Context: an optimization exercise on an open-source flow, tuned for small area, a short achievable clock period and few clock cycles per item. The choices shown serve that exercise and are no tape-out recipe. Function was checked by simulation only, so behaviour that the tests miss may differ from the original. Power and IR drop assume default switching activity.

## try-nickel
## dp_imm_slice
module dp_imm_slice (
  input  logic                  fu,
  input  logic                  rst,
  input  logic                  issue,
  input  dp_imm_pkg::inst_t     inst,
  input  dp_imm_pkg::word_t     pc,
  input  dp_imm_pkg::prn_t      src_prn,
  input  dp_imm_pkg::prn_t      dst_prn,
  output logic                  ready,
  output logic                  done,
  output dp_imm_pkg::inst_id_t  done_id,
  output dp_imm_pkg::prn_t      done_prn,
  output logic                  done_we,
  output dp_imm_pkg::word_t     done_data,
  output logic [15:0]           retired
);
Size in the first run: roughly 5,200 cells after synthesis, about 2,400 flip-flops, about 0.087 sq mm of cells after synthesis.
export LEC_CHECK = 0
export CAP_MARGIN = 20
export CORE_MARGIN = 2
export CORE_UTILIZATION = 60
export CTS_CLUSTER_DIAMETER = 80
export CTS_CLUSTER_SIZE = 24
export SETUP_SLACK_MARGIN = 2.7
export SLEW_MARGIN = 20
create_clock -name core_clock -period 5.0 [get_ports {fu}]
standard.sh (not shown) runs the stock make flow with config.mk's settings and CLKGATE_MAP_FILE= SYNTH_SCRIPT=/design/flow/synth_recipe.tcl, a recipe that flattens the netlist after the stock synthesis.
==> flow/flow/run.sh <==
#!/bin/bash
# The standard layout (the standard.sh, standard synthesis included),
# with the input and output port buffers made of buf_4 cells instead of the
# delay cells buffer_ports picks by default. ORFS writes each step's log
# under orfs/logs; make's own output goes to standard_flow.log.
set -euo pipefail
export BUFFER_PORTS_ARGS="-buffer_cell sky130_fd_sc_hd__buf_4"
bash standard.sh > standard_flow.log 2>&1
try-nickel closes out successfully: all stages finished, all timing, DRC and antenna checks passed.
Testbench counts of try-nickel, summed over its fixed seeds: cycles 12,016, items 12,000.
> inputs changed (try-nickel -> try-pepper)
- changing CORE_UTILIZATION from 60 to 64
- changing SETUP_SLACK_MARGIN from 2.7 to 2.6
==> flow/run.sh (new file) <==
#!/bin/bash
# synth_recipe.tcl (not shown) runs the flow's synth.tcl, then flattens the netlist and writes it again
# the make line also repeats each setting of config.mk as NAME=value (left out here)
make -C /OpenROAD-flow-scripts/flow DESIGN_CONFIG=/design/flow/config.mk WORK_HOME=/design/flow/orfs CLKGATE_MAP_FILE= SYNTH_SCRIPT=/design/flow/synth_recipe.tcl finish
removed: flow/flow/run.sh
removed: flow/standard.sh
Utilization try-nickel -> try-pepper: up. Changes observed in try-pepper relative to try-nickel: arrival time at the worst endpoint went up by 120 ps; cell area went down by about 0.6%; global routing met2 resource utilization went up by 0.83 points; max-slew headroom at the worst pin went down by 0.42 points. try-pepper closes out successfully: all stages finished, all timing, DRC and antenna checks passed. Cmp try-nickel and try-pepper / non-clock buffer instance count of the final layout / lower: try-pepper.
Changes in try-quartz relative to try-pepper:
- SLEW_MARGIN now 10, was 20
- CORE_UTILIZATION now 60, was 64
- SETUP_SLACK_MARGIN now 2.7, was 2.6
- CAP_MARGIN now 10, was 20
==> flow/flow/run.sh (new file) <==
#!/bin/bash
# The standard layout (the standard.sh, standard synthesis included),
# with the input and output port buffers made of buf_4 cells instead of the
# delay cells buffer_ports picks by default. ORFS writes each step's log
# under orfs/logs; make's own output goes to standard_flow.log.
set -euo pipefail
export BUFFER_PORTS_ARGS="-buffer_cell sky130_fd_sc_hd__buf_4"
bash standard.sh > standard_flow.log 2>&1
==> flow/standard.sh (new file) <==
#!/bin/bash
# synth_recipe.tcl (not shown) runs the flow's synth.tcl, then flattens the netlist and writes it again
# the make line also repeats each setting of config.mk as NAME=value (left out here)
make -C /OpenROAD-flow-scripts/flow DESIGN_CONFIG=/design/flow/config.mk WORK_HOME=/design/flow/orfs CLKGATE_MAP_FILE= SYNTH_SCRIPT=/design/flow/synth_recipe.tcl "${@:-finish}"
removed: flow/run.sh
## What came out
Summary of try-quartz over try-pepper: switching power as a share of total power held steady, setup slack +93 ps, total of hold buffers inserted after clock tree synthesis has remained practically unchanged. Going from try-pepper to try-quartz, total power went up by 0.46%; post-route clock period utilization fell by 1.9 points. On wire length, try-pepper beats try-quartz. try-quartz: maximum operating frequency higher than try-pepper. Comparing first-pass GRT wire length for try-pepper and try-quartz, the bigger number came from try-quartz. Row clock power share: try-quartz higher / try-pepper lower.
Input changes introduced in try-harbor (baseline for comparison: try-quartz):
- a change of CAP_MARGIN from 10 to 20
- a change of SLEW_MARGIN from 10 to 20
==> flow/run.sh (new file) <==
#!/bin/bash
# synth_recipe.tcl (not shown) runs the flow's synth.tcl, then flattens the netlist and writes it again
# the make line also repeats each setting of config.mk as NAME=value (left out here)
make -C /OpenROAD-flow-scripts/flow DESIGN_CONFIG=/design/flow/config.mk WORK_HOME=/design/flow/orfs CLKGATE_MAP_FILE= SYNTH_SCRIPT=/design/flow/synth_recipe.tcl finish
removed: flow/flow/run.sh
removed: flow/standard.sh
## What came out
try-harbor reached the final stage; the timing, DRC and antenna checks on its layout passed. Relative to try-quartz, count of clock buffers in the final design increased by about 4.3% in try-harbor. Via count across try-harbor and try-quartz: no real change. Looking at register-to-register slack, try-harbor sits 60 ps lower than try-quartz does. On design area: between try-harbor and try-quartz, it ends up higher for try-harbor. Compared to try-quartz, try-harbor has global-route wire length before repair about 0.47% lower.

## re-timing with driven ports
The results above use ideal ports. As a check the final layouts listed here were re-extracted and re-timed, cells and wires unchanged. Step 1 assumes that a clkbuf_16 drives the clock port and a buf_2 every other input. Step 2 adds t to the input delays and takes it off the output delays; t is the mean of the earliest and latest rising clock arrival at the registers after step 1. Input paths then give back, and output paths get back, about the clock's delay inside the block. Slacks: ideal / step 1 / step 2; pairs: ideal / step 1.
run | shift t [ns] | setup WS [ns] | clock arrival spread, ns | worst register clock-pin slew, ns | cell pins on the clock port's net
try-nickel | 0.869 | 2.623 / 2.559 / 1.860 | 0.043 / 0.043 | 0.10 / 0.10 | 1
try-pepper | 0.881 | 2.492 / 2.492 / 1.740 | 0.073 / 0.073 | 0.10 / 0.10 | 1
try-quartz | 0.875 | 2.585 / 2.544 / 1.781 | 0.045 / 0.044 | 0.10 / 0.10 | 1
try-harbor | 0.869 | 2.576 / 2.545 / 1.820 | 0.035 / 0.035 | 0.10 / 0.10 | 1
After both steps every run listed still meets setup and hold. For try-quartz, which loses most, drivers alone change the setup slack by -0.041 ns; drivers and shift together by -0.804 ns.
